Background: an optimization exercise with open tools, aiming at small area, a short achievable clock period and few clock cycles per item. Do not read the settings as production practice.
No functional check of the RTL was part of this run.
No activity file was given, so power comes from the tool's default toggle rates.

[design.v]
package cnn_pkg;
	typedef logic signed [8-1:0] pixel_t;
	typedef logic signed [4-1:0] weight_t;
	typedef logic signed [16-1:0] acc_t;
	typedef logic [4-1:0] bank_addr_t;
	typedef struct packed {
		logic [9*4-1:0] w;    
		weight_t       bias;
		logic    [2:0] shift;   
	} kernel_t;
	typedef struct packed {
		logic [4*4-1:0] addr;    
		logic                        stb;
	} bank_rd_t;
	typedef logic [4*8-1:0] bank_data_t;    
	typedef logic [16*8-1:0] window_t;    
	typedef logic [4*16-1:0] conv_quad_t;    
	typedef struct packed {
		logic       cyc;
		logic       stb;
		logic       we;
		logic [3:0] adr;
		logic [7:0] dat;
	} wb_req_t;
	typedef struct packed {
		logic       ack;
		logic [7:0] dat;
	} wb_rsp_t;
	typedef struct packed {
		logic                   wen;        
		logic [2-1:0] addr;
		logic [31:0]            data;
		logic [3:0]             bytemask;   
	} res_wr_t;
endpackage
module kernel_regs (
	input  logic             clk,
	input  logic             rst_n,
	input  cnn_pkg::wb_req_t wb_req,
	output cnn_pkg::wb_rsp_t wb_rsp,
	output cnn_pkg::kernel_t kernel
);
	logic       ack_q;
	logic [7:0] rdat_q;
	logic [7:0] rdat;
	logic       access;    
	logic [4-1:0] w_q [9];
	logic [4-1:0] bias_q;
	logic [2:0]            shift_q;
	assign kernel = {w_q[8], w_q[7], w_q[6], w_q[5], w_q[4], w_q[3], w_q[2], w_q[1], w_q[0],
		bias_q, shift_q};
	assign access = wb_req.cyc && wb_req.stb && !ack_q;
	always_comb begin
		rdat = '0;
		if (wb_req.adr < 4'd9) begin    
			for (int i = 0; i < 9; i++) begin
				if (wb_req.adr == 4'(i)) rdat[4-1:0] = w_q[i];
			end
		end else if (wb_req.adr == 4'd9) begin
			rdat[4-1:0] = bias_q;
		end else if (wb_req.adr == 4'd10) begin
			rdat[2:0] = shift_q;
		end
	end
	always_ff @(posedge clk) begin
		if (!rst_n) begin
			for (int i = 0; i < 9; i++) w_q[i] <= '0;
			bias_q  <= '0;
			shift_q <= '0;
			ack_q  <= 1'b0;
		end else begin
			ack_q <= access;    
			if (access && wb_req.we) begin
				if (wb_req.adr < 4'd9) begin
					for (int i = 0; i < 9; i++) begin
						if (wb_req.adr == 4'(i)) w_q[i] <= wb_req.dat[4-1:0];
					end
				end else if (wb_req.adr == 4'd9) begin
					bias_q <= wb_req.dat[4-1:0];
				end else if (wb_req.adr == 4'd10) begin
					shift_q <= wb_req.dat[2:0];
				end
			end
		end
	end
	always_ff @(posedge clk) begin
		if (access) begin
			rdat_q <= rdat;
		end
	end
	assign wb_rsp = {ack_q, rdat_q};    
endmodule
module image_bank_buffer (
	input  logic                clk,
	input  logic                wr_en,
	input  logic [1:0]          wr_bank,
	input  cnn_pkg::bank_addr_t wr_addr,
	input  cnn_pkg::pixel_t     wr_pixel,
	input  cnn_pkg::bank_rd_t   rd,
	output cnn_pkg::bank_data_t rd_data
);
	localparam int DEPTH = (8 / 2) * (8 / 2);
	cnn_pkg::pixel_t mem [4 * DEPTH];    
	always_ff @(posedge clk) begin
		if (wr_en) begin
			mem[wr_bank * DEPTH + wr_addr] <= wr_pixel;    
		end
	end
	always_ff @(posedge clk) begin
		if (rd.stb) begin
			for (int b = 0; b < 4; b++) begin
				rd_data[8*b +: 8] <= mem[b * DEPTH + rd.addr[4*b +: 4]];    
			end
		end
	end
endmodule
module conv_sequencer (
	input  logic                   clk,
	input  logic                   rst_n,
	input  logic                   enable,
	output logic                   busy,
	output logic                   wr_en,
	output logic [1:0]             wr_bank,
	output cnn_pkg::bank_addr_t    wr_addr,
	output cnn_pkg::bank_rd_t      rd,
	output logic [1:0]             fetch_step,
	output logic                   fetch_valid,
	output logic                   cell_last,
	output logic [2+1:0] pool_index,
	output logic                   done
);
	localparam int DIM       = 8;
	localparam int HALF      = DIM / 2;
	localparam int POOL_DIM  = (DIM - 2) / 2;
	localparam int CW        = $clog2(DIM);
	localparam int DRAIN_CYC = 4;    
	typedef enum logic [1:0] {S_IDLE, S_LOAD, S_COMPUTE, S_DRAIN} state_t;
	state_t        state;
	logic [CW-1:0] row;       
	logic [CW-1:0] col;
	logic [CW-1:0] cell_r;    
	logic [CW-1:0] cell_c;
	logic [1:0]    step;      
	logic [2:0]    blk_sr;    
	logic [1:0]    drain_cnt;
	logic          load_last;
	cnn_pkg::bank_addr_t    blk_addr;
	assign busy      = (state != S_LOAD);
	assign load_last = (row == CW'(DIM - 1)) && (col == CW'(DIM - 1));
	assign wr_en   = (state == S_LOAD);
	assign wr_bank = {row[0], col[0]};
	assign wr_addr = cnn_pkg::bank_addr_t'((row >> 1) * HALF + (col >> 1));
	assign blk_addr = cnn_pkg::bank_addr_t'((cell_r + step[1]) * HALF + cell_c + step[0]);
	always_comb begin
		rd.addr = {4{blk_addr}};
		rd.stb  = (state == S_COMPUTE);
	end
	assign cell_last = (state == S_COMPUTE) && (step == 2'd3)
		&& (cell_r == CW'(POOL_DIM - 1)) && (cell_c == CW'(POOL_DIM - 1));
	always_ff @(posedge clk) begin
		if (!rst_n) begin
			state       <= S_IDLE;
			row         <= '0;
			col         <= '0;
			cell_r      <= '0;
			cell_c      <= '0;
			step        <= '0;
			blk_sr      <= '0;
			drain_cnt   <= '0;
			fetch_valid <= 1'b0;
			fetch_step  <= '0;
			pool_index  <= '0;
			done        <= 1'b0;
		end else begin
			done        <= 1'b0;
			fetch_valid <= (state == S_COMPUTE);    
			fetch_step  <= step;
			blk_sr      <= {blk_sr[1:0], (state == S_COMPUTE) && (step == 2'd3)};
			if (blk_sr[2]) begin
				pool_index <= pool_index + 1'b1;    
			end
			case (state)
				S_IDLE: begin
					row        <= '0;
					col        <= '0;
					cell_r     <= '0;
					cell_c     <= '0;
					step       <= '0;
					drain_cnt  <= '0;
					pool_index <= '0;
					if (enable) begin
						state <= S_LOAD;
					end
				end
				S_LOAD: begin
					if (col == CW'(DIM - 1)) begin
						col <= '0;
						row <= row + 1'b1;
					end else begin
						col <= col + 1'b1;
					end
					if (load_last) begin
						state <= S_COMPUTE;
					end
				end
				S_COMPUTE: begin
					step <= step + 1'b1;
					if (step == 2'd3) begin
						if (cell_c == CW'(POOL_DIM - 1)) begin
							cell_c <= '0;
							cell_r <= cell_r + 1'b1;
						end else begin
							cell_c <= cell_c + 1'b1;
						end
					end
					if (cell_last) begin
						state <= S_DRAIN;
					end
				end
				default: begin    
					drain_cnt <= drain_cnt + 1'b1;
					if (drain_cnt == 2'(DRAIN_CYC - 1)) begin
						state <= S_IDLE;
						done  <= 1'b1;
					end
				end
			endcase
		end
	end
endmodule
module window_conv (
	input  logic                clk,
	input  logic                rst_n,
	input  cnn_pkg::bank_data_t rd_data,
	input  logic [1:0]          fetch_step,
	input  logic                fetch_valid,
	input  cnn_pkg::kernel_t    kernel,
	output cnn_pkg::conv_quad_t quad,
	output logic                quad_valid
);
	cnn_pkg::window_t win;
	logic    win_full;    
	cnn_pkg::acc_t dot [4];
	always_comb begin
		for (int q = 0; q < 4; q++) begin
			dot[q] = cnn_pkg::acc_t'($signed(kernel.bias)) <<< 2;
			for (int i = 0; i < 3; i++) begin
				for (int j = 0; j < 3; j++) begin
					dot[q] = dot[q] + cnn_pkg::acc_t'($signed(win[8*((q / 2 + i) * 4 + q % 2 + j) +: 8]))
						* cnn_pkg::acc_t'($signed(kernel.w[4*(i * 3 + j) +: 4]));
				end
			end
		end
	end
	always_ff @(posedge clk) begin
		if (fetch_valid) begin
			for (int s = 0; s < 4; s++) begin
				for (int b = 0; b < 4; b++) begin
					if (fetch_step == 2'(s)) win[8*((2 * (s / 2) + b / 2) * 4 + 2 * (s % 2) + b % 2) +: 8] <= rd_data[8*b +: 8];
				end
			end
		end
	end
	always_ff @(posedge clk) begin
		if (!rst_n) begin
			win_full   <= 1'b0;
			quad_valid <= 1'b0;
		end else begin
			win_full   <= fetch_valid && (fetch_step == 2'd3);
			quad_valid <= win_full;
		end
	end
	always_ff @(posedge clk) begin
		if (win_full) begin
			for (int q = 0; q < 4; q++) begin
				quad[16*q +: 16] <= dot[q];    
			end
		end
	end
endmodule
module quant_pool_writer (
	input  logic                   clk,
	input  logic                   rst_n,
	input  cnn_pkg::conv_quad_t    quad,
	input  logic                   quad_valid,
	input  logic [2:0]             shift,
	input  logic [2+1:0] pool_index,
	output cnn_pkg::res_wr_t       res_wr
);
	localparam int PIX_MAX = 2 ** (8 - 1) - 1;
	localparam int PIX_MIN = -(2 ** (8 - 1));
	cnn_pkg::pixel_t                 q [4];
	cnn_pkg::pixel_t                 max_top;
	cnn_pkg::pixel_t                 max_bot;
	cnn_pkg::pixel_t                 pooled;
	logic [1:0]             lane;
	logic                   wen_q;
	logic [3:0]             mask_q;
	logic [2-1:0] addr_q;
	logic [31:0]            data_q;
	cnn_pkg::acc_t t [4];
	always_comb begin
		for (int i = 0; i < 4; i++) begin
			t[i] = $signed(quad[16*i +: 16]) >>> shift;
			if ($signed(t[i]) > $signed(cnn_pkg::acc_t'(PIX_MAX))) q[i] = cnn_pkg::pixel_t'(PIX_MAX);
			else if ($signed(t[i]) < $signed(cnn_pkg::acc_t'(PIX_MIN))) q[i] = cnn_pkg::pixel_t'(PIX_MIN);
			else q[i] = cnn_pkg::pixel_t'(t[i]);
		end
	end
	assign max_top = ($signed(q[0]) >= $signed(q[1])) ? q[0] : q[1];
	assign max_bot = ($signed(q[2]) >= $signed(q[3])) ? q[2] : q[3];
	assign pooled  = ($signed(max_top) >= $signed(max_bot)) ? max_top : max_bot;
	assign lane    = pool_index[1:0];    
	always_ff @(posedge clk) begin
		if (!rst_n) begin
			wen_q  <= 1'b1;
			mask_q <= 4'hf;
		end else begin
			wen_q  <= !quad_valid;
			mask_q <= quad_valid ? ~(4'b1000 >> lane) : 4'hf;
		end
	end
	always_ff @(posedge clk) begin
		if (quad_valid) begin
			addr_q <= pool_index[2+1:2];
			data_q <= {pooled, 24'h0} >> (8 * lane);    
		end
	end
	assign res_wr = {wen_q, addr_q, data_q, mask_q};    
endmodule
module conv_pool_top (
	input  logic             clk,
	input  logic             rst_n,
	input  logic             enable,
	input  cnn_pkg::pixel_t  input_data,
	output logic             busy,
	input  cnn_pkg::wb_req_t wb_req,
	output cnn_pkg::wb_rsp_t wb_rsp,
	output cnn_pkg::res_wr_t res_wr,
	output logic             done
);
	cnn_pkg::kernel_t                kernel;
	logic                   wr_en;
	logic [1:0]             wr_bank;
	cnn_pkg::bank_addr_t             wr_addr;
	cnn_pkg::bank_rd_t               rd;
	cnn_pkg::bank_data_t             rd_data;
	logic [1:0]             fetch_step;
	logic                   fetch_valid;
	logic [2+1:0] pool_index;
	cnn_pkg::conv_quad_t             quad;
	logic                   quad_valid;
	kernel_regs u_kernel_regs (
		.clk    (clk),
		.rst_n  (rst_n),
		.wb_req (wb_req),
		.wb_rsp (wb_rsp),
		.kernel (kernel)
	);
	conv_sequencer u_sequencer (
		.clk         (clk),
		.rst_n       (rst_n),
		.enable      (enable),
		.busy        (busy),
		.wr_en       (wr_en),
		.wr_bank     (wr_bank),
		.wr_addr     (wr_addr),
		.rd          (rd),
		.fetch_step  (fetch_step),
		.fetch_valid (fetch_valid),
		.cell_last   (),                
		.pool_index  (pool_index),
		.done        (done)
	);
	image_bank_buffer u_buffer (
		.clk      (clk),
		.wr_en    (wr_en),
		.wr_bank  (wr_bank),
		.wr_addr  (wr_addr),
		.wr_pixel (input_data),
		.rd       (rd),
		.rd_data  (rd_data)
	);
	window_conv u_window_conv (
		.clk         (clk),
		.rst_n       (rst_n),
		.rd_data     (rd_data),
		.fetch_step  (fetch_step),
		.fetch_valid (fetch_valid),
		.kernel      (kernel),
		.quad        (quad),
		.quad_valid  (quad_valid)
	);
	quant_pool_writer u_writer (
		.clk        (clk),
		.rst_n      (rst_n),
		.quad       (quad),
		.quad_valid (quad_valid),
		.shift      (kernel.shift),
		.pool_index (pool_index),
		.res_wr     (res_wr)
	);
endmodule
module conv_pool (
	input  logic                   clk,
	input  logic                   rst_n,
	input  logic                   enable,
	input  logic [7:0]             input_data,
	output logic                   busy,
	input  logic                   wb_cyc,
	input  logic                   wb_stb,
	input  logic                   wb_we,
	input  logic [3:0]             wb_adr,
	input  logic [7:0]             wb_dat_i,
	output logic                   wb_ack,
	output logic [7:0]             wb_dat_o,
	output logic                   res_wen,
	output logic [2-1:0] res_addr,
	output logic [31:0]            res_data,
	output logic [3:0]             res_bytemask,
	output logic                   done
);
	cnn_pkg::wb_req_t wb_req;
	cnn_pkg::wb_rsp_t wb_rsp;
	cnn_pkg::res_wr_t res_wr;
	assign wb_req = {wb_cyc, wb_stb, wb_we, wb_adr, wb_dat_i};    
	assign wb_ack       = wb_rsp.ack;
	assign wb_dat_o     = wb_rsp.dat;
	assign res_wen      = res_wr.wen;
	assign res_addr     = res_wr.addr;
	assign res_data     = res_wr.data;
	assign res_bytemask = res_wr.bytemask;
	conv_pool_top u_top (
		.clk        (clk),
		.rst_n      (rst_n),
		.enable     (enable),
		.input_data (input_data),
		.busy       (busy),
		.wb_req     (wb_req),
		.wb_rsp     (wb_rsp),
		.res_wr     (res_wr),
		.done       (done)
	);
endmodule
[run.sh]
#!/bin/bash
# synth_recipe.tcl (not shown) runs the flow's synth.tcl, then flattens the netlist and writes it again
# the make line also repeats each setting of config.mk as NAME=value (left out here)
make -C /OpenROAD-flow-scripts/flow DESIGN_CONFIG=/design/flow/config.mk WORK_HOME=/design/flow/orfs CLKGATE_MAP_FILE= SYNTH_SCRIPT=/design/flow/synth_recipe.tcl finish
[constraint.sdc]
create_clock -name core_clock -period 10.0 [get_ports {clk}]
set_input_delay 2.0000 -clock core_clock [delete_from_list [all_inputs] [get_ports {clk}]]
set_output_delay 2.0000 -clock core_clock [all_outputs]
set_load 0.01 [all_outputs]
[config.mk]
export PLATFORM = sky130hd
export DESIGN_NAME = conv_pool
export DESIGN_NICKNAME = conv_pool
export VERILOG_FILES = /design/flow/design.v
export SDC_FILE = /design/flow/constraint.sdc
export NUM_CORES = 4
export LEC_CHECK = 0
export CAP_MARGIN = 20
export CORE_MARGIN = 2
export CORE_UTILIZATION = 40
export SLEW_MARGIN = 20
==> results_dict.tcl <==
set metrics [dict create \
    status "complete, no violations" \
    grt_start_max_net_pins 90 \
    worstSkewPairLatency_ns 0.80 \
    vias 51300 \
    clk_pin_slew_ns 0.06 \
    syn_area_per_cell_um2 11.7 \
    p_total_mw 8.60 \
    rows 167 \
    max_freq_mhz 111 \
    async_flop_share_pct 0 \
    coreArea_um2 207000 \
    fin_setup_tns_ns 0 \
    worst_path_max_delay_cell "dfxtp_1" \
    clockRootBuffer "clkbuf_16" \
    cts_tree "yes" \
    finalMaxSlewViolations 0 \
    grt_setup_unrepaired "false" \
    portBuffers 67 \
    num-fill-cells 19200 \
    die_area_um2 212000 \
    wl_per_cell_um 23.1 \
    worstPathRequired_ns 10.44 \
    num_io_pins 76 \
    cts_setup_buffers 0 \
    crit_top_cell "fa_1" \
    yosysUniqueCellTypes 83 \
    cts_max_level 3 \
    start_util_pct 40.3 \
    cp.arrival_ns 9.42 \
    dp_slack_ns 1.49 \
    skew_ns 0.0720 \
    area_growth_pct 8.92 \
    synth_seq_area_share_pct 29.8 \
    die_h_um 461 \
    ys.warnings.count 9 \
    power_density_nw_per_um2 94.6 \
    worstMarginPinSlew_ns 1.26 \
    start_kind "register" \
    min_period_ns 8.99 \
    synth.cell_area_um2 83500 \
    max_stage_delay_ns 1.06 \
    synth_edf_count 774 \
    slew-limit-headroom_pct 16.0 \
    grt_pass1_wl_mm 352 \
    place.gp.congestion 0.920 \
    synth_ff_type "edfxtp_1" \
    leakage_nw 39.2 \
    grt.overflow.total 0 \
    syn_inst 7135 \
    antenna_found_initial 9 \
    routed_via_density 5.12 \
    post_cts_resized 0 \
    ys_ff_latch 854 \
    die_w_um 461 \
    nets 9011 \
    cts_sinks 854 \
    drt_iter0_drc 4916 \
    grtUsageTotal_pct 22.5 \
    fin_ws_ns 1.01 \
    clk_path_buf_depth 3 \
    worstPathCellList "buf_4 -> and2_1 -> fa_1 -> inv_1 -> fa_1 -> inv_1 -> fa_1 -> fa_1 -> inv_1 -> fa_1 -> fa_1 -> fa_1 -> inv_1 -> fa_1 -> ha_1 -> a21boi_0 -> a311oi_1 -> o31ai_1 -> o41ai_1 -> o21bai_1 -> a21oi_1 -> xnor2_1" \
    drive_above_1_share_pct 7.28 \
    hold_violations 0 \
    fin_crit_sh_pct 89.9 \
    fin_util_pct 43.9 \
    dp.final_hpwl_mm 168 \
    crit_type "reg2reg" \
    wirelength_mm 231 \
    critPathMaxFanout 18 \
    worstHoldPathType "reg2reg" \
    whs_ns 0.452 \
    dr.pass1.iters 7 \
    cts-hold-fix-buffers 0 \
    ir_drop_uv 157 \
    cts_buffers 92 \
    finalSetupViolCount 0 \
    drtAntennaViolNets 0 \
    end_kind "register" \
    drcViolationCount 0 \
    cap_violations 0 \
    grt_pass1_vias 54800 \
]
==> power by group <==
part | switching, mW | internal, mW
logic | 0.436 | 0.283
clock network | 1.64 | 2.14
registers | 0.118 | 3.98
total | 2.19 | 6.41
==> worst max-delay path, delay by kind of cell (launching register included) <==
kind                     cells  cell delay (ns)
XOR/XNOR                     1             0.62
buffers and inverters        5             0.80
AO/OA/AOI/OAI                6             2.00
AND/OR/NAND/NOR              1             0.21
adder cells (fa/ha/maj)      9             3.95
flip-flops                   1             1.06
==> registers in the layout, indices dropped and copies added, names as in the netlist, 4 cells and up <==
register / count
u_top.u_buffer.mem: 512
u_top.u_window_conv.win: 128
u_top.u_window_conv.quad: 64
u_top.u_kernel_regs.w_q: 36
u_top.u_buffer.rd_data: 32
u_top.u_writer.data_q: 32
u_top.u_kernel_regs.bias_q: 4
u_top.u_kernel_regs.rdat_q: 4
u_top.u_sequencer.pool_index: 4
u_top.u_writer.mask_q: 4
==> metrics by stage <==
step	std cells	instance area (µm²)
global route	10000	90900
CTS	10000	90800
floorplan	7138	83500
global placement	9836	87500
finish	10000	90900
detailed placement	9836	87500
==> cells by family after synthesis <==
kind of cell	share of synthesized area (%)
AO/OA/AOI/OAI	3.08
XOR/XNOR	1.20
adder cells (fa/ha/maj)	40.9
buffers and inverters	8.66
flip-flops	29.8
multiplexers	5.37
other	0.00449
AND/OR/NAND/NOR	11.0
==> path summary, 6_finish.rpt <==
path	end	cells after the start	slack [ns]	start
worst max-delay path	u_top.u_window_conv.quad[31]$_DFFE_PP_	22	1.01	u_top.u_kernel_regs.w_q[0][0]$_SDFFE_PN0P_
worst min-delay path	u_top.u_writer.addr_q[1]$_DFFE_PP_	0	0.45	u_top.u_sequencer.pool_index[3]$_SDFFE_PP0P_
worst min register to register	u_top.u_writer.addr_q[1]$_DFFE_PP_	0	0.45	u_top.u_sequencer.pool_index[3]$_SDFFE_PP0P_
worst max register to register	u_top.u_window_conv.quad[31]$_DFFE_PP_	22	1.01	u_top.u_kernel_regs.w_q[0][0]$_SDFFE_PN0P_
==> cells in the mapped netlist (9+ instances only) <==
cell | count | area share, %
and3_1 | 46 | 0.34
and2_1 | 534 | 4.0
edfxtp_1 | 774 | 28
nor2_1 | 217 | 0.98
or2_2 | 14 | 0.10
inv_1 | 1625 | 7.3
xnor2_1 | 84 | 0.88
a21o_1 | 14 | 0.13
mux4_2 | 151 | 4.1
mux2_2 | 26 | 0.35
clkbuf_1 | 225 | 1.0
a31oi_1 | 49 | 0.37
o211ai_1 | 10 | 0.090
nor2b_1 | 147 | 1.1
dfxtp_1 | 80 | 1.9
o21a_1 | 15 | 0.13
a211oi_1 | 28 | 0.25
nand3_1 | 35 | 0.21
o21ai_0 | 69 | 0.41
or3_1 | 10 | 0.075
a21oi_1 | 86 | 0.52
xor2_1 | 30 | 0.31
ha_1 | 363 | 5.4
nor3_1 | 31 | 0.19
nand4_1 | 9 | 0.067
fa_1 | 1478 | 35
mux2i_1 | 63 | 0.76
nand2_1 | 597 | 2.7
nand2b_1 | 143 | 1.1
a21boi_0 | 25 | 0.22
buf_2 | 18 | 0.11
==> layer usage <==
layer	global-route usage, %	wire length [µm]	vias up
met5	0	0	-
met4	7.17	9150	0
met3	5.50	22300	363
met2	33.9	102000	2223
met1	31.9	98000	26600
li1	-	-	22200
==> final cells by class <==
class / instances / area (µm²) / area share [%]
clock buffer: 115 / 2480 / 2.73
clock inverter: 59 / 862 / 0.948
tap: 2788 / 3490 / 3.84
inverter: 1628 / 6110 / 6.72
antenna: 16 / 40.0 / 0.0440
sequential: 854 / 24900 / 27.4
multi-input combinational: 4391 / 51500 / 56.7
timing repair buffer: 177 / 1550 / 1.70
==> cell usage in the layout (no fill, tap or decap), types with 31 or more instances in the layout <==
cell type | Yosys | routed
xnor2_1 | 84 | 82
nand2_1 | 597 | 597
inv_1 | 1625 | 1624
clkbuf_16 | 0 | 95
ha_1 | 363 | 360
o21ai_0 | 69 | 69
buf_4 | 7 | 110
nor2_1 | 217 | 215
nand3_1 | 35 | 35
clkdlybuf4s50_1 | 0 | 58
mux4_2 | 151 | 151
fa_1 | 1478 | 1478
a21oi_1 | 86 | 86
mux2i_1 | 63 | 63
nand2b_1 | 143 | 143
and2_1 | 534 | 534
a31oi_1 | 49 | 48
nor2b_1 | 147 | 147
and3_1 | 46 | 45
nor3_1 | 31 | 31
edfxtp_1 | 774 | 774
dfxtp_1 | 80 | 59

-- port drivers added, routing unchanged --
No port has a modelled driver above. Below, the same layout with a new extraction and two added sets of constraints. Step 1 (the two cells are an assumption about what drives the block):
set clk [get_ports {clk}]
set_driving_cell -lib_cell sky130_fd_sc_hd__clkbuf_16 $clk
set_driving_cell -lib_cell sky130_fd_sc_hd__buf_2 [delete_from_list [all_inputs] $clk]
Step 2 times the ports against the registers' clock, not the clock port: input delays grow and output delays shrink by t, the midpoint of the rising clock arrivals with the driver on. Slacks: ideal ports / drivers / drivers and shift; pairs: ideal ports / drivers.
t, ns: 0.830
slack for setup (ns): 1.013 / 1.013 / 1.013
worst register clock-pin slew, ns: 0.08 / 0.08
After both steps this run still meets setup and hold. For this run, drivers alone change the setup slack by 0.000 ns; drivers and shift together by 0.000 ns.
